From an optimization exercise on the open Yosys and OpenROAD flow, aimed at small area and a short achievable clock period; shortcuts taken in it are not production practice.
Where RTL was checked, it was by simulation tests only, not by an equivalence proof against the original.
Only the layout flow was run in run 2; the RTL was not checked for function there.
Power and IR drop assume default switching activity.

==> design.v <==
module hard_drive_controller (
  input  logic        clock,
  input  logic        reset_n,
  input  logic        request,
  input  logic        write_enable,
  input  logic [6:0]  track,
  input  logic [13:0] sector,
  input  logic [31:0] data_write,
  output logic        ready,
  output logic        done,
  output logic        error,
  output logic [31:0] data_read,
  output logic [6:0]  head_track
);
  logic        busy_q, ready_q, seek_q, acc1_q, acc2_q, done_q, err_q;
  logic [2:0]  seek_cnt;
  logic [2:0]  head_q;
  logic        lat_we;
  logic [2:0]  lat_track;
  logic [31:0] lat_data;
  logic        accept, out_of_range;
  logic [2:0]  seek_dist;
  assign ready_q      = ~(seek_q | acc1_q | acc2_q | done_q);
  assign accept       = ready_q & request;
  assign out_of_range = (|track[6:3]) | (|sector[13:4]);
  assign seek_dist         = (track[2:0] >= head_q) ? (track[2:0] - head_q) : (head_q - track[2:0]);
  assign ready      = ~busy_q;
  assign done       = done_q;
  assign error      = err_q;
  assign head_track = {4'b0000, head_q};
  always_ff @(posedge clock or negedge reset_n) begin
    if (!reset_n) begin
      busy_q   <= 1'b0;
      seek_q   <= 1'b0;
      acc1_q   <= 1'b0;
      acc2_q   <= 1'b0;
      done_q   <= 1'b0;
      err_q    <= 1'b0;
      seek_cnt <= '0;
      head_q   <= '0;
    end else begin
      acc2_q <= acc1_q;
      done_q <= acc2_q | (accept & out_of_range);
      if (accept) begin
        busy_q   <= 1'b1;
        err_q    <= out_of_range;
        seek_q   <= ~out_of_range & (seek_dist != 3'd0);
        acc1_q   <= ~out_of_range & (seek_dist == 3'd0);
        seek_cnt <= seek_dist;
      end else begin
        if (done_q) busy_q <= 1'b0;
        if (seek_q) begin
          seek_cnt <= seek_cnt - 3'd1;
          if (seek_cnt == 3'd1) begin
            seek_q <= 1'b0;
            head_q <= lat_track;
          end
        end
        acc1_q <= seek_q & (seek_cnt == 3'd1);
      end
    end
  end
  always_ff @(posedge clock) begin
    if (ready_q) begin
      lat_we   <= write_enable;
      lat_track <= track[2:0];
      lat_data <= data_write;
    end
  end
  localparam int NR = 43;
  logic [1:0]  ph3;          
  logic        ph2;          
  logic [31:0] rp0 [NR];
  logic [31:0] rp1 [NR];
  logic [31:0] rp2 [NR-1];
  always_ff @(posedge clock) begin
    ph3 <= (ph3 == 2'd2 || ph3 == 2'd3) ? 2'd0 : ph3 + 2'd1;
    ph2 <= ~ph2;
  end
  logic [2:0] ph3_oh;
  assign ph3_oh = {ph3 == 2'd2, ph3 == 2'd1, ph3 == 2'd0};
  for (genvar k = 0; k < NR; k++) begin : g_ring
    logic we;
    assign we = we_now[k] | (we_pend & pend_ring[k]);
    if (k < NR - 1) begin : g3
      always_ff @(posedge clock) begin
        rp1[k] <= rp0[k];
        rp2[k] <= rp1[k];
        rp0[k] <= we ? ~pend_data_n : rp2[k];
      end
    end else begin : g2
      always_ff @(posedge clock) begin
        rp1[k] <= rp0[k];
        rp0[k] <= we ? ~pend_data_n : rp1[k];
      end
    end
  end
  logic [NR-1:0] rd_ring;
  logic [2:0]    rd_pos3;
  logic [1:0]    rd_pos2;
  logic [6:0]    in_idx;
  logic [NR-1:0] in_ring;
  logic [2:0]    in_slot3;
  assign in_idx = {track[2:0], sector[3:0]};
  always_comb begin
    in_ring  = '0;
    in_slot3 = '0;
    for (int a = 0; a < 126; a++)
      if (in_idx == 7'(a)) begin
        in_ring[a / 3]   = 1'b1;
        in_slot3[a % 3]  = 1'b1;
      end
    if (in_idx[6:1] == 6'd63) in_ring[NR-1] = 1'b1;
  end
  logic [2:0] nx_pos3;
  always_comb
    for (int p = 0; p < 3; p++)
      nx_pos3[p] = (ph3_oh[0] & in_slot3[(p + 2) % 3]) |
                   (ph3_oh[1] & in_slot3[(p + 1) % 3]) |
                   (ph3_oh[2] & in_slot3[p]);
  always_ff @(posedge clock) begin
    if (ready_q) begin
      rd_ring <= in_ring;
      rd_pos3 <= nx_pos3;
      rd_pos2 <= (in_idx[0] ^ ~ph2) ? 2'b10 : 2'b01;
    end else begin
      rd_pos3 <= {rd_pos3[1:0], rd_pos3[2]};
      rd_pos2 <= {rd_pos2[0], rd_pos2[1]};
    end
  end
  logic          pend_v;       
  logic [1:0]    pend_t;       
  logic [NR-1:0] pend_ring;
  logic [31:0]   pend_data_n;  
  logic          wr_now, last_now;
  assign wr_now   = acc2_q & lat_we;
  assign last_now = rd_ring[NR-1] ? rd_pos2[1] : rd_pos3[2];
  logic          pend_v_nx;
  logic [1:0]    pend_t_nx;
  assign pend_v_nx = (wr_now & ~last_now) | (pend_v & pend_t[1]);
  assign pend_t_nx = (wr_now & ~last_now) ? ((rd_ring[NR-1] | rd_pos3[1]) ? 2'b01 : 2'b10)
                                          : {1'b0, pend_t[1]};
  always_ff @(posedge clock) begin
    pend_v      <= pend_v_nx;
    pend_t      <= pend_t_nx;
    pend_ring   <= rd_ring;
    pend_data_n <= ~lat_data;
  end
  logic [NR-1:0] we_now;
  logic          we_pend;
  always_ff @(posedge clock or negedge reset_n) begin
    if (!reset_n) we_now <= '0;
    else          we_now <= {NR{acc1_q & lat_we & (rd_ring[NR-1] ? rd_pos2[0] : rd_pos3[1])}} & rd_ring;
  end
  always_ff @(posedge clock) we_pend <= pend_v_nx & pend_t_nx[0];
  logic [31:0] rd_p0, rd_p1, rd_p2, rd42, rdata;
  always_comb begin
    rd_p0 = '0;
    rd_p1 = '0;
    rd_p2 = '0;
    for (int k = 0; k < NR - 1; k++) begin
      rd_p0 = rd_p0 | ({32{rd_ring[k]}} & rp0[k]);
      rd_p1 = rd_p1 | ({32{rd_ring[k]}} & rp1[k]);
      rd_p2 = rd_p2 | ({32{rd_ring[k]}} & rp2[k]);
    end
    rd42  = {32{rd_ring[NR-1]}} & (({32{rd_pos2[0]}} & rp0[NR-1]) | ({32{rd_pos2[1]}} & rp1[NR-1]));
    rdata = ({32{rd_pos3[0]}} & rd_p0) | ({32{rd_pos3[1]}} & rd_p1) | ({32{rd_pos3[2]}} & rd_p2) | rd42;
  end
  always_ff @(posedge clock or negedge reset_n) begin
    if (!reset_n)                data_read <= '0;
    else if (acc2_q && !lat_we)  data_read <= rdata;
  end
endmodule
==> run.sh <==
#!/bin/bash
# synth_recipe.tcl (not shown) runs the flow's synth.tcl, then flattens the netlist and writes it again
# the make line also repeats each setting of config.mk as NAME=value (left out here)
make -C /OpenROAD-flow-scripts/flow DESIGN_CONFIG=/design/flow/config.mk WORK_HOME=/design/flow/orfs CLKGATE_MAP_FILE= SYNTH_SCRIPT=/design/flow/synth_recipe.tcl finish
==> config.mk <==
export PLATFORM = sky130hd
export DESIGN_NAME = hard_drive_controller
export DESIGN_NICKNAME = hard_drive_controller
export VERILOG_FILES = /design/flow/design.v
export SDC_FILE = /design/flow/constraint.sdc
export NUM_CORES = 8
export LEC_CHECK = 0
export CAP_MARGIN = 10
export CORE_MARGIN = 2
export CORE_UTILIZATION = 55
export CTS_CLUSTER_DIAMETER = 80
export CTS_CLUSTER_SIZE = 30
export SETUP_SLACK_MARGIN = 3.0
export SLEW_MARGIN = 20
==> constraint.sdc <==
create_clock -name core_clock -period 5.5 [get_ports {clock}]
set_input_delay 1.1000 -clock core_clock [delete_from_list [all_inputs] [get_ports {clock}]]
set_output_delay 1.1000 -clock core_clock [all_outputs]
set_load 0.01 [all_outputs]
==> impl_metrics.tcl, run 1 <==
set metrics [dict create \
    syn_to_final_growth_pct 9.80 \
    busiest_layer "met2" \
    crit_fanout 3 \
    synth-seq-cells 4348 \
    fin_worst_skew_ps 52.8 \
    relSlewSlack_pct 17.7 \
    period_needed_ps 2680 \
    hold_path.class "input pin to async pin" \
    crit_chain "buf_6" \
    status "no timing/DRC/antenna violations" \
    grt_max_degree 99 \
    drt_first_pass_iters 6 \
    cts_tree "yes" \
    grt_pass1_wl_mm 703 \
    syn_area_um2 127000 \
    clk_pin_slew_ps 120 \
    vias 95700 \
    regArea_um2 88300 \
    finalNetCount 10900 \
    multi_input_area_um2 36200 \
    drt_wl_total_mm 527 \
    critPathBufInv 1 \
    min_period_over_period_pct 48.7 \
    synthArstFlopShare_pct 2.00 \
    die_area_um2 235000 \
    stdcell_area_um2 139000 \
    hold_violations 0 \
    yosysSeqAreaShare_pct 69.5 \
    antenna_found_initial 29 \
    power_density_nw_per_um2 364 \
    start_util_pct 55.3 \
    grt_pass1_vias 90000 \
    drt_iter0_drc 15200 \
    wire_per_inst_um 37.8 \
    avgSynthCellArea_um2 11.5 \
    cp_slowest_stage_delay_ps 520 \
    cts_root_buf "clkbuf_16" \
    clock_path_buffers 3 \
    dp_hpwl_mm 282 \
    netlist_instances 11100 \
    drc 0 \
    max_cap_viol_count 0 \
    gr-total-overflow 0 \
    rows 176 \
    cp-end-kind "output port" \
    crit_path_top_delay_cell "dfrtp_2" \
    rsz0062_at_grt "true" \
    coreArea_um2 230000 \
    synth_top_area_cell "dfxtp_1" \
    clk_latency_ps 920 \
    numCtsBuffers 168 \
    cp_data_required_time_ps 4400 \
    grt_util_all_layers_pct 42.0 \
    cts_max_level 4 \
    clock-sinks 4348 \
    hold_buffers 0 \
    worstPathArrival_ps 1580 \
    grt_util_met1_pct 58.1 \
    synth_most_common_cell "dfxtp_1" \
    die_height_um 484 \
    grt_use_met2_pct 62.8 \
    worst_slew_pin_slew_ps 1230 \
    ant_nets 0 \
    ff2ff_path_depth 6 \
    routabilityCongestion 0.924 \
    synthDistinctLibCells 65 \
    ys_warn_count 4 \
    die_w_um 484 \
    ys_top_cells_by_count "4,182 x dfxtp_1, 1,371 x nand2_1, 1,359 x o21ai_0, 967 x a22oi_1, 766 x clkbuf_1" \
    io_buffer_count 94 \
    nFillCells 18700 \
    setup_tns_ps 0 \
    setup_violations 0 \
    synth-edff-count 79 \
    drv_slew 0 \
    leakagePower_nw 56.5 \
    synth_top_area_share_pct 65.9 \
    yosys-top-cells-area "dfxtp_1 66%, a22oi_1 5.7%, o21ai_0 5.4%" \
    grtUsageMet3_pct 8.62 \
    fmax_mhz 373 \
    ys_dominant_reg_cell "dfxtp_1" \
    crit_cells 1 \
    path_class "flop to output port" \
    vias_per_cell 6.86 \
    drive_above_1_share_pct 7.99 \
    place_area_um2 131000 \
    start_kind "flop" \
    io_pins 99 \
    ir_drop_mv 0.312 \
    crit_family "flip-flops" \
]
per-layer routing:
metal | wire length (um) | vias up
li1 | - | 39600
met1 | 207000 | 47500
met2 | 223000 | 7129
met3 | 63700 | 1438
met4 | 32900 | 14
met5 | 101 | -
cell type report:
cell class	instances	area share (%)
Multi-Input combinational cell	5699	26.0
Inverter	90	0.250
Timing Repair Buffer	498	4.05
Clock buffer	229	3.28
Sequential cell	4348	63.3
Clock inverter	40	0.348
Antenna cell	16	0.0287
Tap cell	3026	2.72
power breakdown:
group	internal, mW	switching [mW]
clock network	6.17	9.95
registers	31.7	0.146
logic	0.646	2.15
total	38.5	12.3
logic make-up (layout without fill, tap and decap cells):
family	count (synthesis)	in the layout	synth area share, %
flip-flops	4348	4348	69.5
AO/OA/AOI/OAI	3633	3633	19.9
AND/OR/NAND/NOR	1986	1986	6.91
buffers and inverters	1011	857	3.02
multiplexers	52	52	0.414
adder cells (fa/ha/maj)	13	13	0.140
XOR/XNOR	11	11	0.0759
other	1	20	0.00295
state kept, by name, summed over array words and instances (netlist names), 2 cells and up:
register	count
rp1	1376
we_now	43
rd_pos2	2
pend_data_n	32
rd_ring	43
seek_cnt	3
head_q	3
data_read	32
rd_pos3	3
pend_ring	43
lat_data	32
ph3	2
lat_track	3
rp2	1344
rp0	1376
cell usage in the layout (no fill, tap or decap), types with 73 or more instances in the layout:
master / instances
nand2_1: 1370
a22o_1: 528
clkbuf_16: 183
dfrtp_1: 73
o21ai_0: 1357
a22oi_1: 965
nor2_1: 83
buf_4: 248
edfxtp_1: 79
inv_1: 86
dfxtp_1: 4177
nand4_1: 347
a221oi_1: 498
buf_12: 77
path summary, 6_finish.rpt:
kind,from,endpoint,slack (ps)
setup / recovery,data_read[30],data_read[30],2820
min in group core_clock,rp1[4][31],rp2[4][31],320
hold / removal,reset_n,data_read[27],220
max in group asynchronous,reset_n,data_read[11],3890
hold reg to reg,rp1[4][31],rp2[4][31],320
setup reg to reg,rd_ring[30],data_read[17],2900
through the flow:
stage          worst slack (ps)  power [mW]  hold WS [ps]  std cells  utilization [%]
2_1_floorplan              2720        33.5           331      11100                -
3_3_place_gp               1290        34.8           332      13500             57.2
3_5_place_dp               1400        34.8           336      13500             57.2
4_1_cts                    2520        50.3           231      13900             60.1
5_1_grt                    2820        51.7           210      13900             60.7
6_report                   2820        50.8           221      13900             60.7
what timing repair did:
item                                    4_1_cts  5_1_grt
gates cloned                                 13       16
setup buffers                                85       41
endpoints found under the setup margin      513      110
resized for setup                           288      158
pin swaps                                    16       23
==> run 2: changes to the inputs <==
--- a/design.v
+++ b/design.v
@@ -153,21 +153,21 @@
     else          we_now <= {NR{acc1_q & lat_we & (rd_ring[NR-1] ? rd_pos2[0] : rd_pos3[1])}} & rd_ring;
   end
   always_ff @(posedge clock) we_pend <= pend_v_nx & pend_t_nx[0];
-  logic [31:0] rd_p0, rd_p1, rd_p2, rd42, rdata;
+  logic        p0, p2;
+  logic [31:0] rd01, rd_stage;
+  assign p0 = rd_ring[NR-1] ? rd_pos2[0] : rd_pos3[0];
+  assign p2 = ~rd_ring[NR-1] & rd_pos3[2];
+  logic [NR-1:0] sel_a, sel_b;   
+  assign sel_a = rd_ring & {NR{p0}};
+  assign sel_b = rd_ring & {NR{~p0}};
   always_comb begin
-    rd_p0 = '0;
-    rd_p1 = '0;
-    rd_p2 = '0;
-    for (int k = 0; k < NR - 1; k++) begin
-      rd_p0 = rd_p0 | ({32{rd_ring[k]}} & rp0[k]);
-      rd_p1 = rd_p1 | ({32{rd_ring[k]}} & rp1[k]);
-      rd_p2 = rd_p2 | ({32{rd_ring[k]}} & rp2[k]);
-    end
-    rd42  = {32{rd_ring[NR-1]}} & (({32{rd_pos2[0]}} & rp0[NR-1]) | ({32{rd_pos2[1]}} & rp1[NR-1]));
-    rdata = ({32{rd_pos3[0]}} & rd_p0) | ({32{rd_pos3[1]}} & rd_p1) | ({32{rd_pos3[2]}} & rd_p2) | rd42;
+    rd01 = '0;
+    for (int k = 0; k < NR; k++)
+      rd01 = rd01 | ({32{sel_a[k]}} & rp0[k]) | ({32{sel_b[k]}} & rp1[k]);
   end
+  always_ff @(posedge clock) rd_stage <= rd01;
   always_ff @(posedge clock or negedge reset_n) begin
     if (!reset_n)                data_read <= '0;
-    else if (acc2_q && !lat_we)  data_read <= rdata;
+    else if (acc2_q && !lat_we)  data_read <= p2 ? rd_stage : rd01;
   end
 endmodule
==> run 2 against run 1 <==
- non-clock buffer count is 117 higher
- cell count is 2.2% lower
- maximum frequency is 12% lower
- die area is 3.6% lower
- sequential power hardly changed
- first-iteration DRC count is 8.2% higher
- hold slack better by 65 ps
- design area is 1.9% lower
- clock-buffer cell count is 6 lower
- combinational power is 9.6% lower
- power is 0.58% lower
- clock skew is 14 ps lower
- highest routed layer unchanged
==> impl_metrics.tcl, run 2 <==
set metrics [dict create \
    total_switching_power_mw 11.8 \
    hold_buffers 0 \
    netlist_instances 10600 \
    io_buffer_count 94 \
    avgSynthCellArea_um2 11.6 \
    drc 0 \
    hold_path.class "input pin to async pin" \
    clock_path_buffers 3 \
    synth_top_area_share_pct 68.9 \
    top_regs "rp0 (1376), rp1 (1376), rp2 (1344)" \
    status "no timing/DRC/antenna violations" \
    power_density_nw_per_um2 369 \
    relSlewSlack_pct 21.0 \
    synthDistinctLibCells 84 \
    hold_violations 0 \
    ys_warn_count 4 \
    top_layer "met5" \
    gr-total-overflow 0 \
    start_kind "flop" \
    final_cell_mix "4,208 x dfxtp_1, 1,742 x nand2_1, 1,423 x o21ai_0" \
    synthArstFlopShare_pct 1.99 \
    die_area_um2 226000 \
    rows 173 \
    fin_worst_skew_ps 38.4 \
    drt-met1-wl_mm 196 \
    cts_root_buf "clkbuf_16" \
    crit_path_top_delay_cell "edfxtp_1" \
    die_w_um 476 \
    clk_latency_ps 890 \
    seqPwrFrac_pct 63.5 \
    setup_violations 0 \
    yosysSeqAreaShare_pct 72.6 \
    wl_met3_mm 60.1 \
    clk_pin_slew_ps 110 \
    pwr-share-comb_pct 5.0 \
    switching_share_pct 23.3 \
    crit_top_cell "buf_12" \
    stdcell_area_um2 137000 \
    ys_dominant_reg_cell "dfxtp_1" \
    place_area_um2 127000 \
    vias_per_cell 6.42 \
    power.internal_mw 38.7 \
    crit_chain "buf_6 -> mux2i_4 -> buf_12 -> buf_16 -> buf_8 -> buf_12 -> and2_4 -> a221o_1 -> nor4_2 -> nand4_1 -> a222oi_1 -> inv_1" \
    post-route-util_pct 61.7 \
    path_class "flop to flop" \
    setup_tns_ps 0 \
    synth-seq-cells 4380 \
    coreArea_um2 222000 \
    grt_max_degree 65 \
    die_height_um 476 \
    ir_drop_mv 0.307 \
    numCtsBuffers 168 \
    crit_fanout 7 \
    placed_cells 13100 \
    cts_max_level 4 \
    syn_to_final_growth_pct 11.7 \
    synth_top_area_cell "dfxtp_1" \
    yosys-top-cells-area "dfxtp_1 69%, o21ai_0 5.8%, nand2_1 5.4%" \
    power_frac_clock_pct 31.5 \
    worst_slew_pin_slew_ps 1180 \
    max_cap_viol_count 0 \
    leakagePower_nw 51.7 \
    io_pins 99 \
    fmax_mhz 330 \
    worstPathArrival_ps 3790 \
    drt_iter0_drc 16500 \
    grt_util_all_layers_pct 41.6 \
    rsz0062_at_grt "true" \
    cts_tree "yes" \
    clock-sinks 4380 \
    drt_first_pass_iters 9 \
    ys_top_cells_by_count "4,214 x dfxtp_1, 1,753 x nand2_1, 1,429 x o21ai_0, 662 x clkbuf_1, 454 x a22oi_1" \
    min_period_over_period_pct 55.0 \
    syn_area_um2 122000 \
    dp_hpwl_mm 272 \
    cp-end-kind "flop" \
    period_needed_ps 3030 \
    grt_pass1_vias 81700 \
    routabilityCongestion 0.906 \
    synth-edff-count 79 \
    cp_slowest_stage_delay_ps 430 \
    drive_above_1_share_pct 10.3 \
    grt_pass1_wl_mm 657 \
    final_cells 13600 \
    ant_nets 0 \
    drt_wl_total_mm 486 \
    drv_slew 0 \
    start_util_pct 55.2 \
    vias 87500 \
    antenna_found_initial 38 \
    layout_commonest_cell "dfxtp_1" \
    dr_wl_met2_mm 203 \
    synth_most_common_cell "dfxtp_1" \
    finalNetCount 10600 \
    cp_data_required_time_ps 6260 \
    wire_per_inst_um 35.6 \
]
run 2: cell types whose count changed after synthesis, sizes merged, moves of 52 or more:
cell | previous run | this run
a22oi | 967 | 454
a21oi | 49 | 132
clkbuf | 768 | 662
nand4 | 347 | 123
o41ai | 96 | 1
nand3 | 52 | 168
a22o | 528 | 169
mux2 | 4 | 56
o21ai | 1359 | 1435
a222oi | 0 | 250
nand2 | 1371 | 1753
a221oi | 558 | 223
run 2: timing repair:
action | CTS | global route
endpoints found under the setup margin | 464 | 119
setup buffers | 148 | 58
cloned | 23 | 9
endpoints found under the hold margin | 0 | 0
gates resized for setup | 517 | 151
pin swaps | 75 | 81
run 2: logic make-up (layout without fill, tap and decap cells):
kind of cell	after synthesis	in the layout	share of synthesized area, %
buf+inv	858	913	2.78
simple gates	2364	2364	8.16
compound gates	2883	2883	15.5
fa+ha+maj	13	13	0.145
flops	4380	4380	72.6
mux	76	82	0.688
other cells	1	15	0.00306
xor+xnor	11	11	0.0787
run 2: final cells by class:
class                      instances  area, um^2
antenna                           11        27.5
tap                             2975        3720
multi-input combinational       5357       31900
clock inverter                    19         268
sequential                      4380       89000
timing repair buffer             615        7080
clock buffer                     223        4620
inverter                          56         230
fill                           17900       84900
run 2: metal layers:
layer | up-vias | global-route usage, %
li1 | 37000 | -
met4 | 18 | 18.9
met3 | 1082 | 9.50
met1 | 43500 | 59.4
met5 | - | 0
met2 | 5972 | 60.2
run 2: power groups by stage:
stage / Sequential (mW) / Combinational, mW / Clock, mW
4_1_cts: 32.0 / 2.28 / 15.8
3_5_place_dp: 32.8 / 1.92 / 0
5_1_grt: 32.0 / 2.47 / 16.9
6_report: 32.0 / 2.53 / 15.9
2_1_floorplan: 32.7 / 0.786 / 0
3_3_place_gp: 32.8 / 1.90 / 0
run 2: metrics by stage:
stage               power, mW  hold WS [ps]  setup WS [ps]
finish                   50.5           285           2470
global route             51.4           285           2400
CTS                      50.1           268           2540
detailed placement       34.7           331           1450
global placement         34.7           328           1370
floorplan                33.5           324           2790
run 2: path summary, 6_finish.rpt:
| check | slack, ps | from | depth (start not counted) | end |
|---|---|---|---|---|
| min in group core_clock | 340 | rp1[17][22] | 0 | rp2[17][22] |
| max in group asynchronous | 4090 | reset_n | 2 | data_read[21] |
| setup / recovery | 2470 | rd_ring[42] | 12 | data_read[3] |
| hold / removal | 290 | reset_n | 1 | we_now[35] |
| hold reg to reg | 340 | rp1[17][22] | 0 | rp2[17][22] |
| setup reg to reg | 2470 | rd_ring[42] | 12 | data_read[3] |
run 2: critical path, delay by kind of cell, from the launching register on:
family                 cells  cell delay, ps
AOI/OAI and AO/OA          2             790
and+or+nand+nor            3             580
muxes                      1             230
buffers and inverters      6             870
DFF                        1             430
==> run 3: changes to the inputs <==
--- a/design.v
+++ b/design.v
@@ -154,16 +154,17 @@
   end
   always_ff @(posedge clock) we_pend <= pend_v_nx & pend_t_nx[0];
   logic        p0, p2;
-  logic [31:0] rd01, rd_stage;
+  logic [31:0] rd_a, rd_b, rd01, rd_stage;
   assign p0 = rd_ring[NR-1] ? rd_pos2[0] : rd_pos3[0];
   assign p2 = ~rd_ring[NR-1] & rd_pos3[2];
-  logic [NR-1:0] sel_a, sel_b;   
-  assign sel_a = rd_ring & {NR{p0}};
-  assign sel_b = rd_ring & {NR{~p0}};
   always_comb begin
-    rd01 = '0;
-    for (int k = 0; k < NR; k++)
-      rd01 = rd01 | ({32{sel_a[k]}} & rp0[k]) | ({32{sel_b[k]}} & rp1[k]);
+    rd_a = '0;
+    rd_b = '0;
+    for (int k = 0; k < NR; k++) begin
+      rd_a = rd_a | ({32{rd_ring[k]}} & rp0[k]);
+      rd_b = rd_b | ({32{rd_ring[k]}} & rp1[k]);
+    end
+    rd01 = p0 ? rd_a : rd_b;
   end
   always_ff @(posedge clock) rd_stage <= rd01;
   always_ff @(posedge clock or negedge reset_n) begin
--- a/config.mk
+++ b/config.mk
@@ -10,5 +10,5 @@
 export CORE_UTILIZATION = 55
 export CTS_CLUSTER_DIAMETER = 80
 export CTS_CLUSTER_SIZE = 30
-export SETUP_SLACK_MARGIN = 3.0
+export SETUP_SLACK_MARGIN = 3.3
 export SLEW_MARGIN = 20
==> run 3 against run 2 <==
- flip-flop and latch count unchanged
- global-route usage up 0.86 points
- worst setup slack better by 350 ps
- area after synthesis down 1.6%
- critical path type is now flop to output port
==> impl_metrics.tcl, run 3 <==
set metrics [dict create \
    netlist_instances 10100 \
    ant_nets 0 \
    grt_pass1_vias 79300 \
    power_density_nw_per_um2 375 \
    die_height_um 472 \
    vias 85300 \
    nFillCells 17200 \
    yosys-top-cells-area "dfxtp_1 70%, o21ai_0 5.9%, nand2_1 4.5%" \
    syn_area_um2 120000 \
    grt_util_all_layers_pct 42.5 \
    rows 171 \
    numCtsBuffers 168 \
    crit_path_top_delay_cell "dfrtp_2" \
    antenna_found_initial 41 \
    relSlewSlack_pct 29.7 \
    drv_slew 0 \
    drt_first_pass_iters 8 \
    cts_tree "yes" \
    ys_top_cells_by_count "4,214 x dfxtp_1, 1,449 x nand2_1, 1,425 x o21ai_0, 642 x clkbuf_1, 482 x a22oi_1" \
    crit_fanout 2 \
    crit_chain "buf_6" \
    cts_root_buf "clkbuf_16" \
    setup_tns_ps 0 \
    layout_commonest_cell "dfxtp_1" \
    syn_to_final_growth_pct 12.6 \
    start_kind "flop" \
    ir_drop_mv 0.342 \
    hold_path.class "input pin to async pin" \
    clk_pin_slew_ps 120 \
    yosysSeqAreaShare_pct 73.8 \
    synth_most_common_cell "dfxtp_1" \
    drc 0 \
    fmax_mhz 374 \
    rsz0062_at_grt "true" \
    avgSynthCellArea_um2 11.9 \
    worstPathArrival_ps 1580 \
    grt_pass1_wl_mm 657 \
    ys_warn_count 4 \
    die_area_um2 223000 \
    ys_dominant_reg_cell "dfxtp_1" \
    wire_per_inst_um 37.2 \
    dp_hpwl_mm 225 \
    max_cap_viol_count 0 \
    synthDistinctLibCells 67 \
    io_pins 99 \
    clock_path_buffers 3 \
    cp-end-kind "output port" \
    clk_latency_ps 910 \
    fin_worst_skew_ps 46.4 \
    cts_max_level 4 \
    leakagePower_nw 55.8 \
    synth-edff-count 79 \
    synth_top_area_share_pct 70.1 \
    min_period_over_period_pct 48.7 \
    clock-sinks 4380 \
    crit_family "flip-flops" \
    coreArea_um2 217000 \
    worstReg2RegStart "rd_ring[42]" \
    synth_top_area_cell "dfxtp_1" \
    placed_cells 12500 \
    vias_per_cell 6.53 \
    hold_violations 0 \
    worst_slew_pin_slew_ps 1050 \
    die_w_um 472 \
    finalNetCount 10200 \
    final_cell_mix "4,209 x dfxtp_1, 1,447 x nand2_1, 1,400 x o21ai_0" \
    drt_wl_total_mm 487 \
    critPathBufInv 1 \
    cp_slowest_stage_delay_ps 520 \
    crit_start "data_read[12]" \
    routabilityCongestion 0.865 \
    synth-seq-cells 4380 \
    synthArstFlopShare_pct 1.99 \
    setup_violations 0 \
    grt_max_degree 67 \
    path_class "flop to output port" \
    status "no timing/DRC/antenna violations" \
    top_regs "rp0 (1376), rp1 (1376), rp2 (1344)" \
    period_needed_ps 2680 \
    gr-total-overflow 0 \
    drt_iter0_drc 14100 \
    drive_above_1_share_pct 10.2 \
    final_cells 13100 \
    io_buffer_count 94 \
    hold_buffers 0 \
    start_util_pct 55.4 \
    cp_data_required_time_ps 4400 \
]
==> run 3: cell count changes after synthesis, moves of 29 or more <==
cell      delta
and3_1      -36
a21oi_1     -77
a21o_1      -29
nand2_1    -304
nand4_1     +90
nor4_1      +58
a221oi_1   +213
a222oi_1   -185
mux2_2      -43
a22o_1     +201
and2_1      -30
nand3_1    -104
buf_2       -31
==> run 3: worst reg2reg max path, stage by stage (launching register included) <==
cell and delay, ps:
edfxtp_1 470, buf_6 160, buf_16 120, mux2i_4 200
buf_12 190, buf_12 160, buf_16 180, buf_6 150
a221oi_2 150, nand4_1 150, nor4_2 210, nor2_2 140
mux2i_1 160, o21ai_0 80
==> run 3: cells by family (layout without fill, tap and decap cells) <==
logic type               after synthesis  after routing  synth area share, %
AO/OA/AOI/OAI                       2872           2874                 15.8
adder cells (fa/ha/maj)               13             13                0.148
flip-flops                          4380           4380                 73.8
other                                  1             25              0.00311
AND/OR/NAND/NOR                     1999           1999                 7.15
XOR/XNOR                              11             11               0.0800
buffers and inverters                793            870                 2.58
multiplexers                          44             46                0.370
==> run 3: layout make-up <==
class / instances / area [um^2] / area share [%]
Clock buffer: 228 / 4590 / 3.38
Inverter: 47 / 213 / 0.157
Clock inverter: 24 / 332 / 0.245
Antenna cell: 21 / 52.6 / 0.0388
Sequential cell: 4380 / 88900 / 65.6
Multi-Input combinational cell: 4947 / 30600 / 22.5
Timing Repair inverter: 2 / 25.0 / 0.0185
Timing Repair Buffer: 569 / 7270 / 5.36
Tap cell: 2854 / 3570 / 2.63
==> run 3: metal layers <==
| metal | global-route usage, % | wire length, um | up-vias | share of wire [%] |
|---|---|---|---|---|
| met5 | 0 | 84 | - | 0.017 |
| met4 | 22.8 | 29800 | 14 | 6.1 |
| met3 | 9.98 | 56000 | 1158 | 12 |
| met2 | 62.5 | 207000 | 5796 | 43 |
| met1 | 58.2 | 193000 | 42700 | 40 |
| li1 | - | - | 35600 | - |
==> run 3: repair_timing <==
action | 4_1_cts | 5_1_grt
pin swaps | 126 | 76
buffers inserted | 176 | 42
gates cloned | 52 | 3
setup endpoints to repair | 589 | 210
gates resized for setup | 550 | 141
==> run 3: power by group <==
group          switching, mW  total [mW]  internal, mW
clock network           9.83        16.0          6.14
registers             0.0955        32.0          31.9
logic                   2.11        2.84         0.724
total                   12.0        50.8          38.8
==> run 3: worst paths after layout <==
check	slack, ps	cells past startpoint	to
worst max register to register	2860	13	data_read[11]
worst max-delay path	2820	1	data_read[12]
worst min register to register	340	0	rp2[15][31]
worst min-delay path	40	1	we_now[10]
min in group core_clock	340	0	rp2[15][31]
max in group asynchronous	4020	2	head_q[0]
==> run 3: stage by stage <==
step           area [um^2]  utilization, %  setup slack (ps)  power, mW  hold slack [ps]
2_1_floorplan       121000               -              2730       33.4              330
3_3_place_gp        125000            57.3              1290       34.5              333
3_5_place_dp        125000            57.4              1370       34.5              336
4_1_cts             134000            61.8              2830       50.4             17.5
5_1_grt             135000            62.3              2780       51.8             15.5
6_report            136000            62.4              2820       50.8             38.4
==> run 4: changes to the inputs <==
--- a/config.mk
+++ b/config.mk
@@ -10,5 +10,5 @@
 export CORE_UTILIZATION = 55
 export CTS_CLUSTER_DIAMETER = 80
 export CTS_CLUSTER_SIZE = 30
-export SETUP_SLACK_MARGIN = 3.3
+export SETUP_SLACK_MARGIN = 2.4
 export SLEW_MARGIN = 20
==> run 4 against run 3 <==
- maximum frequency shrank 13%
- sequential power is essentially flat
- highest routed layer unchanged
- critical path type unchanged
- power shrank 2.5%
- clock skew shrank 12 ps
- still clean
- combinational power shrank 36%
- largest cell class unchanged
==> impl_metrics.tcl, run 4 <==
set metrics [dict create \
    status "no timing/DRC/antenna violations" \
    drt_iter0_drc 11100 \
    ys_dominant_reg_cell "dfxtp_1" \
    nFillCells 17800 \
    relSlewSlack_pct 17.1 \
    post-route-util_pct 59.7 \
    clk_pin_slew_ps 110 \
    syn_to_final_growth_pct 7.70 \
    synthArstFlopShare_pct 1.99 \
    yosys-mux-area-fraction_pct 0.370 \
    wire_per_inst_um 33.0 \
    top_regs "rp0 (1376), rp1 (1376), rp2 (1344)" \
    layout_commonest_cell "dfxtp_1" \
    netlist_instances 10100 \
    worstPathArrival_ps 1980 \
    synth-adder-area-share_pct 0.148 \
    setup_violations 0 \
    synth_compound_area_share_pct 15.8 \
    yosysSeqAreaShare_pct 73.8 \
    fin_ws_ps 2420 \
    hold_violations 0 \
    die_area_um2 223000 \
    synth_simple_gate_area_share_pct 7.15 \
    io_pins 99 \
    drt_first_pass_iters 8 \
    crit_fanout 2 \
    clk_latency_ps 870 \
    rows 171 \
    synth-seq-cells 4380 \
    drive_above_1_share_pct 5.05 \
    setup_tns_ps 0 \
    synth_top_area_share_pct 70.1 \
    period_needed_ps 3080 \
    ant_nets 0 \
    path_class "flop to output port" \
    ys_warn_count 4 \
    grt_pass1_wl_mm 588 \
    antenna_found_initial 16 \
    dp_hpwl_mm 226 \
    start_kind "flop" \
    synth_top_family_by_area "compound AO/OA/AOI/OAI gates" \
    drc 0 \
    io_buffer_count 94 \
    yosys-top-cells-area "dfxtp_1 70%, o21ai_0 5.9%, nand2_1 4.5%" \
    clock-sinks 4380 \
    ys_top_cells_by_count "4,214 x dfxtp_1, 1,449 x nand2_1, 1,425 x o21ai_0, 642 x clkbuf_1, 482 x a22oi_1" \
    clock_path_buffers 3 \
    dp_slack_ps 1050 \
    cp_slowest_stage_delay_ps 590 \
    fmax_mhz 325 \
    coreArea_um2 217000 \
    synth_xor_area_share_pct 0.0800 \
    die_w_um 472 \
    crit_path_top_delay_cell "clkdlybuf4s50_1" \
    final_cell_mix "4,211 x dfxtp_1, 1,449 x nand2_1, 1,425 x o21ai_0" \
    crit_family "buffers and inverters" \
    routabilityCongestion 0.869 \
    synthDistinctLibCells 67 \
    die_height_um 472 \
    fin_worst_skew_ps 34.6 \
    finalNetCount 9921 \
    hold_buffers 0 \
    rsz0062_at_grt "false" \
    syn_area_um2 120000 \
    cp-end-kind "output port" \
    vias 80300 \
    ir_drop_mv 0.358 \
    hold_path.class "input pin to async pin" \
    drt_wl_total_mm 422 \
    cts_tree "yes" \
    total_power_mw 49.6 \
    crit_chain "clkdlybuf4s50_1" \
    critPathBufInv 1 \
    synth-edff-count 79 \
    cts_root_buf "clkbuf_16" \
    synth_top_area_cell "dfxtp_1" \
    drv_slew 0 \
    avgSynthCellArea_um2 11.9 \
    min_period_over_period_pct 55.9 \
    start_util_pct 55.4 \
    grt_max_degree 75 \
    grt_pass1_vias 76200 \
    vias_per_cell 6.28 \
    numCtsBuffers 168 \
    power_density_nw_per_um2 382 \
    holdWs_ps 126 \
    max_cap_viol_count 0 \
    synth_most_common_cell "dfxtp_1" \
    cts_max_level 4 \
    worst_slew_pin_slew_ps 1240 \
    gr-total-overflow 0 \
    leakagePower_nw 52.9 \
    cp_data_required_time_ps 4400 \
    grt_util_all_layers_pct 36.9 \
]
[run 4: changes by cell type in the layout (fill, tap and decap cells not counted), sizes merged, moves of 7 or more]
cell,before,now
clkdlybuf4s50,48,88
buf,496,218
clkbuf,234,225
diode,21,8
inv,62,55
bufbuf,17,0
[run 4: cell families after synthesis]
kind of cell | count (synthesis)
flops | 4380
compound gates | 2872
simple gates | 1999
buf+inv | 793
mux | 44
fa+ha+maj | 13
xor+xnor | 11
other cells | 1
[run 4: area by class of cell]
| cell class | count | area (um^2) | share of cell area, % |
|---|---|---|---|
| clock inverter | 21 | 273 | 0.210 |
| sequential | 4380 | 88900 | 68.6 |
| inverter | 47 | 193 | 0.149 |
| timing repair buffer | 311 | 3200 | 2.47 |
| tap | 2854 | 3570 | 2.75 |
| antenna | 8 | 20.0 | 0.0154 |
| clock buffer | 224 | 4560 | 3.52 |
| multi-input combinational | 4943 | 28900 | 22.3 |
[run 4: path summary, 6_finish.rpt]
check,startpoint,to,slack (ps),depth (start not counted)
min in group core_clock,rp1[25][26],rp2[25][26],350,0
max,data_read[13],data_read[13],2420,1
min,reset_n,data_read[8],130,1
max reg2reg,rd_ring[41],data_read[5],2470,7
max in group asynchronous,reset_n,data_read[23],4300,2
min reg2reg,rp1[25][26],rp2[25][26],350,0
[run 4: timing repair]
| action | in CTS | in global routing |
|---|---|---|
| endpoints found under the setup margin | 12 | 29 |
| buffers inserted | 0 | 12 |
| pin swaps | 1 | 0 |
| hold endpoints to repair | 0 | 0 |
| resized for setup | 16 | 9 |
[run 4: power by group]
part	internal [mW]	switching, mW
combinational	0.321	1.50
clock	6.09	9.63
sequential	31.9	0.108
total	38.3	11.2
[run 4: routing by layer]
layer,global-route usage (%),vias up,share of wire (%)
met1,52.7,40700,43
met4,11.8,4,3.7
met2,57.9,3953,45
li1,-,35000,-
met3,5.41,707,8.1
met5,0,-,0.0064
[run 4: through the flow]
| step | instances | area [um^2] |
|---|---|---|
| detailed placement | 12500 | 125000 |
| finish | 12800 | 130000 |
| global route | 12800 | 130000 |
| CTS | 12800 | 130000 |
| global placement | 12500 | 125000 |
| floorplan | 10100 | 120000 |
==> run 5: changes to the inputs <==
--- a/config.mk
+++ b/config.mk
@@ -10,5 +10,5 @@
 export CORE_UTILIZATION = 55
 export CTS_CLUSTER_DIAMETER = 80
 export CTS_CLUSTER_SIZE = 30
-export SETUP_SLACK_MARGIN = 2.4
+export SETUP_SLACK_MARGIN = 2.6
 export SLEW_MARGIN = 20
==> run 5 against run 4 <==
- sequential share of layout area about the same
- clock skew increased by 4.7 ps
- still clean
- clock-buffer cell count increased by 1
- flip-flop and latch count unchanged
- non-clock buffer count increased by 9
- design area about the same
- hold slack improved by 140 ps
- combinational power increased by 2%
- global-route usage increased by 0.096 points
- worst setup slack improved by 240 ps
- power decreased by 0.26%
- largest power group unchanged
- first-iteration DRC count decreased by 0.78%
==> impl_metrics.tcl, run 5 <==
set metrics [dict create \
    avgSynthCellArea_um2 11.9 \
    min_period_over_period_pct 51.5 \
    hold_violations 0 \
    die_height_um 472 \
    setup_tns_ps 0 \
    yosys-top-cells-area "dfxtp_1 70%, o21ai_0 5.9%, nand2_1 4.5%" \
    die_area_um2 223000 \
    relSlewSlack_pct 17.2 \
    worst_slew_pin_slew_ps 1240 \
    synth_top_area_cell "dfxtp_1" \
    finalNetCount 9932 \
    routabilityCongestion 0.859 \
    cp_slowest_stage_delay_ps 540 \
    ys_top_cells_by_count "4,214 x dfxtp_1, 1,449 x nand2_1, 1,425 x o21ai_0, 642 x clkbuf_1, 482 x a22oi_1" \
    worstPathArrival_ps 1730 \
    rsz0062_at_grt "true" \
    clk_latency_ps 870 \
    rows 171 \
    status "no timing/DRC/antenna violations" \
    final_cell_mix "4,212 x dfxtp_1, 1,449 x nand2_1, 1,425 x o21ai_0" \
    grt_pass1_wl_mm 587 \
    drive_above_1_share_pct 5.15 \
    crit_family "buffers and inverters" \
    yosysSeqAreaShare_pct 73.8 \
    stdcell_area_um2 130000 \
    ant_nets 0 \
    crit_path_top_delay_cell "clkdlybuf4s50_1" \
    coreArea_um2 217000 \
    synth_most_common_cell "dfxtp_1" \
    layout_commonest_cell "dfxtp_1" \
    fin_ws_ps 2670 \
    syn_to_final_growth_pct 7.74 \
    wire_per_inst_um 33.0 \
    vias_per_cell 6.26 \
    clock_path_buffers 3 \
    drv_slew 0 \
    die_w_um 472 \
    start_kind "flop" \
    placed_cells 12500 \
    hold_path.class "input pin to async pin" \
    synth-edff-count 79 \
    power_density_nw_per_um2 381 \
    synth_top_area_share_pct 70.1 \
    grt_util_all_layers_pct 37.0 \
    dp_slack_ps 1340 \
    io_buffer_count 94 \
    drt_iter0_drc 11100 \
    fin_worst_skew_ps 39.2 \
    top_regs "rp0 (1376), rp1 (1376), rp2 (1344)" \
    netlist_instances 10100 \
    synth-seq-cells 4380 \
    vias 80100 \
    ir_drop_mv 0.315 \
    crit_chain "clkdlybuf4s50_1" \
    syn_area_um2 120000 \
    start_util_pct 55.4 \
    post-route-util_pct 59.7 \
    final_cells 12800 \
    fmax_mhz 353 \
    setup_violations 0 \
    grt_max_degree 67 \
    gr-total-overflow 0 \
    cts_max_level 4 \
    clock-sinks 4380 \
    synthArstFlopShare_pct 1.99 \
    io_pins 99 \
    cts_root_buf "clkbuf_16" \
    crit_fanout 2 \
    ys_dominant_reg_cell "dfxtp_1" \
    antenna_found_initial 16 \
    ys_warn_count 4 \
    drt_wl_total_mm 423 \
    period_needed_ps 2830 \
    cp-end-kind "output port" \
    critPathBufInv 1 \
    path_class "flop to output port" \
    cts_tree "yes" \
    numCtsBuffers 167 \
    leakagePower_nw 53.2 \
    drt_first_pass_iters 6 \
    max_cap_viol_count 0 \
    cp_data_required_time_ps 4400 \
    synthDistinctLibCells 67 \
    grt_pass1_vias 76400 \
    clk_pin_slew_ps 120 \
    place_area_um2 125000 \
    drc 0 \
    reg2reg_slack_ps 2690 \
    dp_hpwl_mm 224 \
]
-- run 5: cell counts after synthesis --
Identical to the previous run, type by type.
-- run 5: layout make-up --
class	instances	area [um^2]
timing repair buffer	320	3300
fill	17700	87700
clock buffer	225	4500
antenna	10	25.0
sequential	4380	88900
clock inverter	17	218
multi-input combinational	4944	29000
timing repair inverter	2	17.5
inverter	47	189
tap	2854	3570
-- run 5: repair_timing --
item	in CTS	in global routing
endpoints found under the setup margin	78	17
cloned	3	0
pin swaps	1	1
setup buffers	8	8
hold buffers	0	0
resized for setup	62	15
-- run 5: report_power, final --
group	internal (mW)	total [mW]	leakage [nW]	switching, mW
logic	0.329	1.87	13.9	1.54
clock network	5.96	15.6	2.30	9.61
registers	31.9	32.0	37.0	0.0851
total	38.2	49.4	53.2	11.2
-- run 5: worst paths after layout --
kind,start,cells after the start,to
max,err_q,1,error
min,reset_n,1,data_read[3]
max reg2reg,rd_ring[21],8,data_read[31]
min reg2reg,rp0[23][2],0,rp1[23][2]
max in group asynchronous,reset_n,2,head_q[1]
min in group core_clock,rp0[23][2],0,rp1[23][2]
-- run 5: through the flow --
stage | power [mW] | hold slack (ps)
2_1_floorplan | 33.4 | 330
3_3_place_gp | 34.5 | 332
3_5_place_dp | 34.5 | 335
4_1_cts | 49.4 | 246
5_1_grt | 50.5 | 263
6_report | 49.4 | 269
-- run 5: metal layers --
layer	GRT usage, %	vias to the layer above	routed length, um
li1	-	35000	-
met1	51.9	40400	180000
met2	58.1	3974	190000
met3	5.79	754	35000
met4	13.7	2	18200
met5	0	-	14
-- run 5: kinds of logic after synthesis --
kind of cell	synth area share, %
xor+xnor	0.0800
flops	73.8
compound gates	15.8
mux	0.370
simple gates	7.15
buf+inv	2.58
other cells	0.00311
fa+ha+maj	0.148
==> run 6: changes to the inputs <==
--- a/config.mk
+++ b/config.mk
@@ -10,5 +10,5 @@
 export CORE_UTILIZATION = 55
 export CTS_CLUSTER_DIAMETER = 80
 export CTS_CLUSTER_SIZE = 30
-export SETUP_SLACK_MARGIN = 2.6
+export SETUP_SLACK_MARGIN = 3.0
 export SLEW_MARGIN = 20
==> run 6 against run 5 <==
- sequential share of layout area fell by 1.8 points
- clock power about the same
- critical path depth is 7 higher
==> impl_metrics.tcl, run 6 <==
set metrics [dict create \
    gr-total-overflow 0 \
    top_regs "rp0 (1376), rp1 (1376), rp2 (1344)" \
    clk_pin_slew_ps 120 \
    synth-adder-area-share_pct 0.148 \
    start_kind "flop" \
    layout_commonest_cell "dfxtp_1" \
    hold_path.class "input pin to async pin" \
    nFillCells 17500 \
    ys_top_cells_by_count "4,214 x dfxtp_1, 1,449 x nand2_1, 1,425 x o21ai_0, 642 x clkbuf_1, 482 x a22oi_1" \
    drt_first_pass_iters 8 \
    vias_per_cell 6.37 \
    crit_fanout 66 \
    synthArstFlopShare_pct 1.99 \
    synth-seq-cells 4380 \
    wire_per_inst_um 35.1 \
    die_height_um 472 \
    numCtsBuffers 167 \
    fin_worst_skew_ps 58.6 \
    stdcell_area_um2 133000 \
    cp-end-kind "flop" \
    ys_dominant_reg_cell "dfxtp_1" \
    post-route-util_pct 61.3 \
    synth-edff-count 79 \
    synth_most_common_cell "dfxtp_1" \
    leakagePower_nw 54.6 \
    path_class "flop to flop" \
    synth_simple_gate_area_share_pct 7.15 \
    fmax_mhz 376 \
    synth_top_area_share_pct 70.1 \
    ir_drop_mv 0.366 \
    max_cap_viol_count 0 \
    setup_violations 0 \
    vias 82600 \
    antenna_found_initial 24 \
    period_needed_ps 2660 \
    synth_compound_area_share_pct 15.8 \
    setup_tns_ps 0 \
    ys_warn_count 4 \
    drt_wl_total_mm 454 \
    rows 171 \
    cts_root_buf "clkbuf_16" \
    final_cell_mix "4,208 x dfxtp_1, 1,448 x nand2_1, 1,416 x o21ai_0" \
    io_pins 99 \
    yosys-top-cells-area "dfxtp_1 70%, o21ai_0 5.9%, nand2_1 4.5%" \
    placed_cells 12500 \
    relSlewSlack_pct 16.1 \
    clock-sinks 4380 \
    worst_slew_pin_slew_ps 1260 \
    final_cells 13000 \
    dp_hpwl_mm 226 \
    status "no timing/DRC/antenna violations" \
    grt_max_degree 67 \
    synthDistinctLibCells 67 \
    synth_top_area_cell "dfxtp_1" \
    worstPathArrival_ps 3380 \
    rsz0062_at_grt "true" \
    place_area_um2 125000 \
    cts_tree "yes" \
    syn_area_um2 120000 \
    regArea_um2 88900 \
    total_power_mw 50.0 \
    cp_data_required_time_ps 6220 \
    start_util_pct 55.4 \
    netlist_instances 10100 \
    clk_latency_ps 890 \
    routabilityCongestion 0.845 \
    ant_nets 0 \
    cts_max_level 4 \
    min_period_over_period_pct 48.4 \
    drv_slew 0 \
    yosysSeqAreaShare_pct 73.8 \
    finalNetCount 10100 \
    synth_top_family_by_area "compound AO/OA/AOI/OAI gates" \
    coreArea_um2 217000 \
    avgSynthCellArea_um2 11.9 \
    multi_input_area_um2 30300 \
    die_w_um 472 \
    grt_pass1_vias 77700 \
    drc 0 \
    clock_path_buffers 3 \
    grt_pass1_wl_mm 603 \
    grt_util_all_layers_pct 38.1 \
    hold_violations 0 \
    drt_iter0_drc 11900 \
    yosys-mux-area-fraction_pct 0.370 \
    power_density_nw_per_um2 375 \
    syn_to_final_growth_pct 10.7 \
    drive_above_1_share_pct 8.88 \
    synth_xor_area_share_pct 0.0800 \
    die_area_um2 223000 \
    io_buffer_count 94 \
]
## run 6: cell counts after synthesis
Identical to the previous run, type by type.
## run 6: stage by stage
step | worst slack [ps] | hold WS, ps
6_report | 2840 | 164
2_1_floorplan | 2730 | 330
3_3_place_gp | 1350 | 333
5_1_grt | 2810 | 165
4_1_cts | 2820 | 157
3_5_place_dp | 1430 | 336
## run 6: power by group
part / leakage [nW] / internal [mW] / switching (mW)
Combinational: 15.4 / 0.536 / 1.83
Clock: 2.29 / 5.95 / 9.66
Sequential: 37.0 / 31.9 / 0.110
Total: 54.6 / 38.4 / 11.6
## run 6: area by class of cell
cell class,count,area share (%)
inverters,47,0.158
repair inverters,2,0.0188
multi-input cells,4947,22.7
flip-flops and latches,4380,66.7
repair buffers,470,4.10
well taps,2854,2.68
diodes,16,0.0300
clock inverters,13,0.141
clock buffers,231,3.41
## run 6: path summary, 6_finish.rpt
path | startpoint | to | slack [ps] | cells after the start
min | reset_n | data_read[8] | 160 | 1
max reg2reg | rd_ring[39] | data_read[20] | 2840 | 8
min in group core_clock | lat_data[2] | pend_data_n[2] | 340 | 1
max in group asynchronous | reset_n | data_read[27] | 4060 | 2
max | rd_ring[39] | data_read[20] | 2840 | 8
min reg2reg | lat_data[2] | pend_data_n[2] | 340 | 1
## run 6: timing repair
item | in CTS | in global routing
setup buffers | 67 | 71
endpoints found under the setup margin | 469 | 101
gates resized for setup | 324 | 268
gates cloned | 15 | 16
pin swaps | 47 | 94
hold buffers | 0 | 0
## run 6: logic make-up (layout without fill, tap and decap cells)
| family | count (synthesis) | after routing |
|---|---|---|
| AND/OR/NAND/NOR | 1999 | 2000 |
| multiplexers | 44 | 44 |
| other | 1 | 20 |
| flip-flops | 4380 | 4380 |
| buffers and inverters | 793 | 763 |
| XOR/XNOR | 11 | 11 |
| adder cells (fa/ha/maj) | 13 | 13 |
| AO/OA/AOI/OAI | 2872 | 2875 |
## run 6: layer usage
layer | track usage [%] | share of wire (%) | up-vias
li1 | - | - | 35400
met5 | 0 | 0.0086 | -
met2 | 58.8 | 44 | 4858
met3 | 5.61 | 10 | 968
met1 | 54.0 | 41 | 41400
met4 | 15.7 | 5.1 | 6
## run 6: worst max-delay path: stages (launching register included)
cell and delay, ps:
edfxtp_1 440, buf_12 250, a22o_1 420, a221oi_2 220, nand4_1 160, nor4_2 350, nor2_2 120, mux2i_1 140
o21ai_0 80
==> run 7: changes to the inputs <==
--- a/config.mk
+++ b/config.mk
@@ -10,5 +10,5 @@
 export CORE_UTILIZATION = 55
 export CTS_CLUSTER_DIAMETER = 80
 export CTS_CLUSTER_SIZE = 30
-export SETUP_SLACK_MARGIN = 3.0
+export SETUP_SLACK_MARGIN = 2.85
 export SLEW_MARGIN = 20
==> run 7 against run 6 <==
- global-route usage decreased by 1.1 points
- via count decreased by 2.6%
- hold slack improved by 0.66 ps
- still clean on timing, DRC and antenna
- first-iteration DRC count decreased by 8.2%
- die area unchanged
==> impl_metrics.tcl, run 7 <==
set metrics [dict create \
    yosys-top-cells-area "dfxtp_1 70%, o21ai_0 5.9%, nand2_1 4.5%" \
    vias_per_cell 6.27 \
    final_cell_mix "4,213 x dfxtp_1, 1,449 x nand2_1, 1,425 x o21ai_0" \
    finalNetCount 9952 \
    start_kind "flop" \
    critPathBufInv 1 \
    ys_warn_count 4 \
    clk_pin_slew_ps 110 \
    seqPwrFrac_pct 64.4 \
    path_class "flop to output port" \
    synth-seq-cells 4380 \
    routabilityCongestion 0.850 \
    fmax_mhz 372 \
    hold_buffers 0 \
    cts_tree "yes" \
    max_cap_viol_count 0 \
    ys_dominant_reg_cell "dfxtp_1" \
    synthArstFlopShare_pct 1.99 \
    clk_latency_ps 890 \
    yosysSeqAreaShare_pct 73.8 \
    ff2ff_path_depth 4 \
    yosys-mux-area-fraction_pct 0.370 \
    crit_path_top_delay_cell "dfrtp_2" \
    worst_slew_pin_slew_ps 1180 \
    vias 80500 \
    synthDistinctLibCells 67 \
    grt_max_degree 70 \
    grt_util_all_layers_pct 37.0 \
    synth_top_area_cell "dfxtp_1" \
    avgSynthCellArea_um2 11.9 \
    synth-edff-count 79 \
    netlist_instances 10100 \
    coreArea_um2 217000 \
    crit_chain "buf_6" \
    setup_tns_ps 0 \
    reg2reg_slack_ps 2840 \
    cp-end-kind "output port" \
    leakagePower_nw 53.3 \
    cts_max_level 4 \
    hold_path.class "input pin to async pin" \
    antenna_found_initial 10 \
    drt_first_pass_iters 8 \
    power_density_nw_per_um2 381 \
    hold_violations 0 \
    worstReg2RegStart "we_pend" \
    rows 171 \
    ant_nets 0 \
    drive_above_1_share_pct 6.11 \
    synth_simple_gate_area_share_pct 7.15 \
    grt_pass1_wl_mm 588 \
    synth_most_common_cell "dfxtp_1" \
    io_pins 99 \
    synth_top_family_by_area "compound AO/OA/AOI/OAI gates" \
    io_buffer_count 94 \
    drc 0 \
    period_needed_ps 2690 \
    cp_data_required_time_ps 4400 \
    cp_slowest_stage_delay_ps 530 \
    synth_top_area_share_pct 70.1 \
    multi_input_area_um2 29200 \
    setup_violations 0 \
    synth_xor_area_share_pct 0.0800 \
    top_regs "rp0 (1376), rp1 (1376), rp2 (1344)" \
    start_util_pct 55.4 \
    pwr-share-comb_pct 3.8 \
    syn_to_final_growth_pct 8.12 \
    clock-sinks 4380 \
    ir_drop_mv 0.361 \
    power_frac_clock_pct 31.7 \
    regArea_um2 88900 \
    status "no timing/DRC/antenna violations" \
    ys_top_cells_by_count "4,214 x dfxtp_1, 1,449 x nand2_1, 1,425 x o21ai_0, 642 x clkbuf_1, 482 x a22oi_1" \
    drt_wl_total_mm 422 \
    total_power_mw 49.6 \
    grt_pass1_vias 76200 \
    worstPathArrival_ps 1590 \
    drv_slew 0 \
    rsz0062_at_grt "true" \
    relSlewSlack_pct 21.3 \
    crit_cells 1 \
    die_w_um 472 \
    synth-adder-area-share_pct 0.148 \
    synth_compound_area_share_pct 15.8 \
    die_area_um2 223000 \
    r2r-end "rp0[37][19]" \
    die_height_um 472 \
    wire_per_inst_um 32.9 \
    crit_family "flip-flops" \
    cts_root_buf "clkbuf_16" \
    nFillCells 17800 \
    clock_path_buffers 3 \
    dp_hpwl_mm 221 \
    total_switching_power_mw 11.3 \
    crit_fanout 2 \
    switching_share_pct 22.8 \
    numCtsBuffers 167 \
    layout_commonest_cell "dfxtp_1" \
    min_period_over_period_pct 48.9 \
    syn_area_um2 120000 \
    fin_worst_skew_ps 59.4 \
    power.internal_mw 38.3 \
    drt_iter0_drc 11000 \
    crit_start "data_read[9]" \
    gr-total-overflow 0 \
]
[run 7: cell counts after synthesis]
Identical to the previous run, type by type.
[run 7: logic make-up after synthesis]
logic type / Yosys count
AND/OR/NAND/NOR: 1999
buffers and inverters: 793
other: 1
XOR/XNOR: 11
flip-flops: 4380
adder cells (fa/ha/maj): 13
multiplexers: 44
AO/OA/AOI/OAI: 2872
[run 7: repair_timing]
| item | CTS | global route |
|---|---|---|
| resized for setup | 210 | 46 |
| setup buffers | 32 | 15 |
| gates cloned | 4 | 2 |
| pin swaps | 8 | 11 |
| setup endpoints to repair | 243 | 90 |
[run 7: final cells by class]
type,count,area share [%]
flip-flops and latches,4380,68.3
diodes,6,0.0115
well taps,2854,2.74
multi-input cells,4945,22.4
clock buffers,237,3.53
inverters,47,0.161
repair buffers,339,2.60
clock inverters,21,0.215
repair inverters,2,0.0135
[run 7: how the worst max path moves through the flow]
stage / to / slack (ps)
after floorplan: seek_q / 2730
after global placement: rd_pos3[2] / 1370
after detailed placement: rd_pos3[2] / 1430
after CTS: data_read[9] / 2800
after global routing: data_read[30] / 2770
final: data_read[9] / 2810
[run 7: per-stage QoR]
stage / hold WS, ps / util [%] / cells / area (um^2) / setup slack (ps)
floorplan: 330 / - / 10100 / 121000 / 2730
CTS: 125 / 59.7 / 12800 / 130000 / 2800
detailed placement: 336 / 57.3 / 12500 / 125000 / 1430
global placement: 332 / 57.3 / 12500 / 125000 / 1370
global route: 140 / 59.9 / 12800 / 130000 / 2770
finish: 165 / 59.9 / 12800 / 130000 / 2810
[run 7: power by group through the flow]
| stage | Combinational [mW] | Sequential (mW) | Clock (mW) |
|---|---|---|---|
| 2_1_floorplan | 0.744 | 32.7 | 0 |
| 6_report | 1.90 | 32.0 | 15.7 |
| 5_1_grt | 1.90 | 32.0 | 16.8 |
| 4_1_cts | 1.82 | 32.0 | 15.8 |
| 3_5_place_dp | 1.76 | 32.7 | 0 |
| 3_3_place_gp | 1.76 | 32.7 | 0 |
[run 7: metal layers]
| metal | wire (um) | part of all wire (%) | global-route usage (%) | vias up |
|---|---|---|---|---|
| met1 | 180000 | 43 | 52.8 | 40500 |
| met3 | 37200 | 8.8 | 5.64 | 722 |
| li1 | - | - | - | 35100 |
| met4 | 17000 | 4.0 | 13.2 | 0 |
| met5 | 0 | 0 | 0 | - |
| met2 | 188000 | 45 | 57.3 | 4192 |
==> run 8: changes to the inputs <==
--- a/config.mk
+++ b/config.mk
@@ -5,9 +5,9 @@
 export SDC_FILE = /design/flow/constraint.sdc
 export NUM_CORES = 8
 export LEC_CHECK = 0
-export CAP_MARGIN = 10
+export CAP_MARGIN = 20
 export CORE_MARGIN = 2
-export CORE_UTILIZATION = 55
+export CORE_UTILIZATION = 60
 export CTS_CLUSTER_DIAMETER = 80
 export CTS_CLUSTER_SIZE = 30
 export SETUP_SLACK_MARGIN = 2.85
==> run 8 against run 7 <==
- critical path type is now flop to flop
- highest routed layer unchanged
- worst setup slack lost 32 ps
- still clean
- utilization grew 5.3 points
- register-to-register slack lost 60 ps
==> impl_metrics.tcl, run 8 <==
set metrics [dict create \
    drt_wl_total_mm 420 \
    top_regs "rp0 (1376), rp1 (1376), rp2 (1344)" \
    ant_nets 0 \
    rsz0062_at_grt "true" \
    synth_xor_area_share_pct 0.0800 \
    drive_above_1_share_pct 6.01 \
    vias 81100 \
    yosysSeqAreaShare_pct 73.8 \
    gr-total-overflow 0 \
    finalNetCount 9965 \
    grt_util_all_layers_pct 40.0 \
    crit_fanout 28 \
    die_w_um 452 \
    avgSynthCellArea_um2 11.9 \
    grt_pass1_wl_mm 583 \
    fmax_mhz 368 \
    ir_drop_mv 0.342 \
    netlist_instances 10100 \
    nFillCells 15500 \
    hold_violations 0 \
    drc 0 \
    cts_tree "yes" \
    syn_to_final_growth_pct 8.06 \
    antenna_found_initial 11 \
    ys_dominant_reg_cell "dfxtp_1" \
    placed_cells 12300 \
    clk_latency_ps 880 \
    die_height_um 452 \
    clock-sinks 4380 \
    final_cell_mix "4,212 x dfxtp_1, 1,449 x nand2_1, 1,424 x o21ai_0" \
    ys_warn_count 4 \
    fin_worst_skew_ps 48.3 \
    leakagePower_nw 53.3 \
    drt_iter0_drc 11600 \
    dp_hpwl_mm 223 \
    grt_max_degree 88 \
    path_class "flop to flop" \
    final_cells 12600 \
    synthArstFlopShare_pct 1.99 \
    synth_top_area_share_pct 70.1 \
    yosys-mux-area-fraction_pct 0.370 \
    routabilityCongestion 0.861 \
    max_cap_viol_count 0 \
    synth_simple_gate_area_share_pct 7.15 \
    synthDistinctLibCells 67 \
    synth-adder-area-share_pct 0.148 \
    vias_per_cell 6.42 \
    ys_top_cells_by_count "4,214 x dfxtp_1, 1,449 x nand2_1, 1,425 x o21ai_0, 642 x clkbuf_1, 482 x a22oi_1" \
    synth_most_common_cell "dfxtp_1" \
    cts_max_level 4 \
    cts_root_buf "clkbuf_16" \
    die_area_um2 204000 \
    clk_pin_slew_ps 110 \
    hold_path.class "input pin to async pin" \
    io_pins 99 \
    io_buffer_count 94 \
    period_needed_ps 2720 \
    numCtsBuffers 166 \
    synth-edff-count 79 \
    setup_tns_ps 0 \
    synth_top_family_by_area "compound AO/OA/AOI/OAI gates" \
    power_density_nw_per_um2 380 \
    total_power_mw 49.5 \
    cp-end-kind "flop" \
    synth_top_area_cell "dfxtp_1" \
    clock_path_buffers 3 \
    syn_area_um2 120000 \
    start_kind "flop" \
    worstPathArrival_ps 3450 \
    setup_violations 0 \
    grt_pass1_vias 77300 \
    yosys-top-cells-area "dfxtp_1 70%, o21ai_0 5.9%, nand2_1 4.5%" \
    status "no timing/DRC/antenna violations" \
    cp_data_required_time_ps 6230 \
    rows 164 \
    worst_slew_pin_slew_ps 1300 \
    drt_first_pass_iters 8 \
    drv_slew 0 \
    min_period_over_period_pct 49.5 \
    layout_commonest_cell "dfxtp_1" \
    synth-seq-cells 4380 \
    start_util_pct 60.3 \
    wire_per_inst_um 33.3 \
    relSlewSlack_pct 13.4 \
    synth_compound_area_share_pct 15.8 \
    coreArea_um2 200000 \
]
## run 8: changes by cell type in the layout (fill, tap and decap cells not counted), moves of 4 or more
cell	delta
inv_6	-8
buf_12	+7
buf_4	-11
clkbuf_1	-4
clkdlybuf4s15_2	+5
clkbuf_8	-5
buf_16	+4
buf_2	-7
dfrtp_2	-4
clkdlybuf4s15_1	+4
dfrtp_1	+4
buf_6	+7
## run 8: cell families (layout without fill, tap and decap cells)
group	after synthesis	in the layout
other	1	10
adder cells (fa/ha/maj)	13	13
multiplexers	44	44
buffers and inverters	793	640
XOR/XNOR	11	11
flip-flops	4380	4380
AO/OA/AOI/OAI	2872	2874
AND/OR/NAND/NOR	1999	2000
## run 8: power by group
part / total (mW) / leakage (nW) / internal, mW / switching, mW
sequential: 32.0 / 37.0 / 31.9 / 0.0807
combinational: 1.95 / 14.1 / 0.368 / 1.58
clock: 15.5 / 2.28 / 5.98 / 9.54
## run 8: repair_timing
action	CTS	global route
buffers inserted	35	12
pin swaps	5	9
hold buffers	0	0
endpoints found under the setup margin	216	106
endpoints found under the hold margin	0	0
cloned	3	3
gates resized for setup	195	55
## run 8: critical path: stages, from the launching register on
cell	delay, ps
dfxtp_4	540
buf_4	350
a21oi_4	790
buf_4	680
o21ai_0	180
## run 8: layout make-up
| type | count | area [um^2] | share of cell area [%] |
|---|---|---|---|
| Antenna cell | 6 | 15.0 | 0.0115 |
| Clock buffer | 231 | 4590 | 3.53 |
| Clock inverter | 8 | 148 | 0.113 |
| Inverter | 47 | 210 | 0.162 |
| Multi-Input combinational cell | 4946 | 29200 | 22.4 |
| Sequential cell | 4380 | 88900 | 68.4 |
| Tap cell | 2656 | 3320 | 2.55 |
| Timing Repair Buffer | 352 | 3710 | 2.85 |
| Timing Repair inverter | 2 | 20.0 | 0.0154 |
## run 8: final timing paths
| check | depth (start not counted) | from | slack, ps | to |
|---|---|---|---|---|
| max reg2reg | 4 | we_pend | 2780 | rp0[32][27] |
| min reg2reg | 0 | rp1[21][2] | 330 | rp2[21][2] |
| min | 2 | reset_n | 270 | data_read[8] |
| min in group core_clock | 0 | rp1[21][2] | 330 | rp2[21][2] |
| max | 4 | we_pend | 2780 | rp0[32][27] |
| max in group asynchronous | 2 | reset_n | 4290 | head_q[0] |
## run 8: routing by layer
| metal | wire length [um] | GRT usage, % | vias up | share of wire [%] |
|---|---|---|---|---|
| met2 | 186000 | 61.0 | 4419 | 44 |
| met5 | 0 | 0 | - | 0 |
| met1 | 175000 | 56.4 | 40800 | 42 |
| met4 | 19000 | 16.5 | 0 | 4.5 |
| met3 | 40200 | 7.14 | 784 | 9.6 |
| li1 | - | - | 35100 | - |
## run 8: through the flow
| step | util [%] | worst slack (ps) | hold WS [ps] | cell area [um^2] |
|---|---|---|---|---|
| floorplan | - | 2730 | 330 | 121000 |
| global placement | 62.3 | 1470 | 332 | 124000 |
| detailed placement | 62.4 | 1510 | 336 | 125000 |
| CTS | 65.0 | 2830 | 272 | 130000 |
| global route | 65.2 | 2730 | 284 | 130000 |
| finish | 65.2 | 2780 | 272 | 130000 |

==> static timing again, ports no longer ideal <==
How much do the figures lean on ideal ports? The routed layouts below were timed once more, with nothing changed but the port constraints.
Step 1: set_driving_cell puts a clkbuf_16 on clock and a buf_2 on each other input, an assumption about the parent block.
Step 2 times the ports against the registers' clock, not the clock port: input delays grow and output delays shrink by t, the midpoint of the rising clock arrivals with the driver on.
a / b / c = ideal ports / drivers / drivers and shift; a / b = the first two.
| run | t, ns | setup slack, ns | hold slack, ns | clock arrival spread, ns |
|---|---|---|---|---|
| run 1 | 0.985 | 2.822 / 2.726 / 2.149 | 0.221 / 0.165 / 0.318 | 0.054 / 0.054 |
| run 2 | 0.968 | 2.473 / 2.473 / 2.165 | 0.285 / 0.263 / 0.338 | 0.041 / 0.042 |
| run 3 | 0.976 | 2.824 / 2.729 / 2.251 | 0.038 / -0.012 / 0.337 | 0.046 / 0.046 |
| run 4 | 0.945 | 2.424 / 2.328 / 1.628 | 0.126 / 0.074 / 0.346 | 0.040 / 0.039 |
| run 5 | 0.950 | 2.668 / 2.573 / 1.797 | 0.269 / 0.215 / 0.331 | 0.044 / 0.043 |
| run 6 | 0.955 | 2.837 / 2.747 / 2.233 | 0.164 / 0.118 / 0.339 | 0.062 / 0.063 |
| run 7 | 0.955 | 2.812 / 2.720 / 2.080 | 0.165 / 0.115 / 0.333 | 0.059 / 0.060 |
| run 8 | 0.958 | 2.780 / 2.746 / 2.034 | 0.272 / 0.208 / 0.329 | 0.049 / 0.049 |
After both steps every run listed still meets setup and hold. For run 5, which loses most, drivers alone change the setup slack by -0.095 ns; drivers and shift together by -0.871 ns.
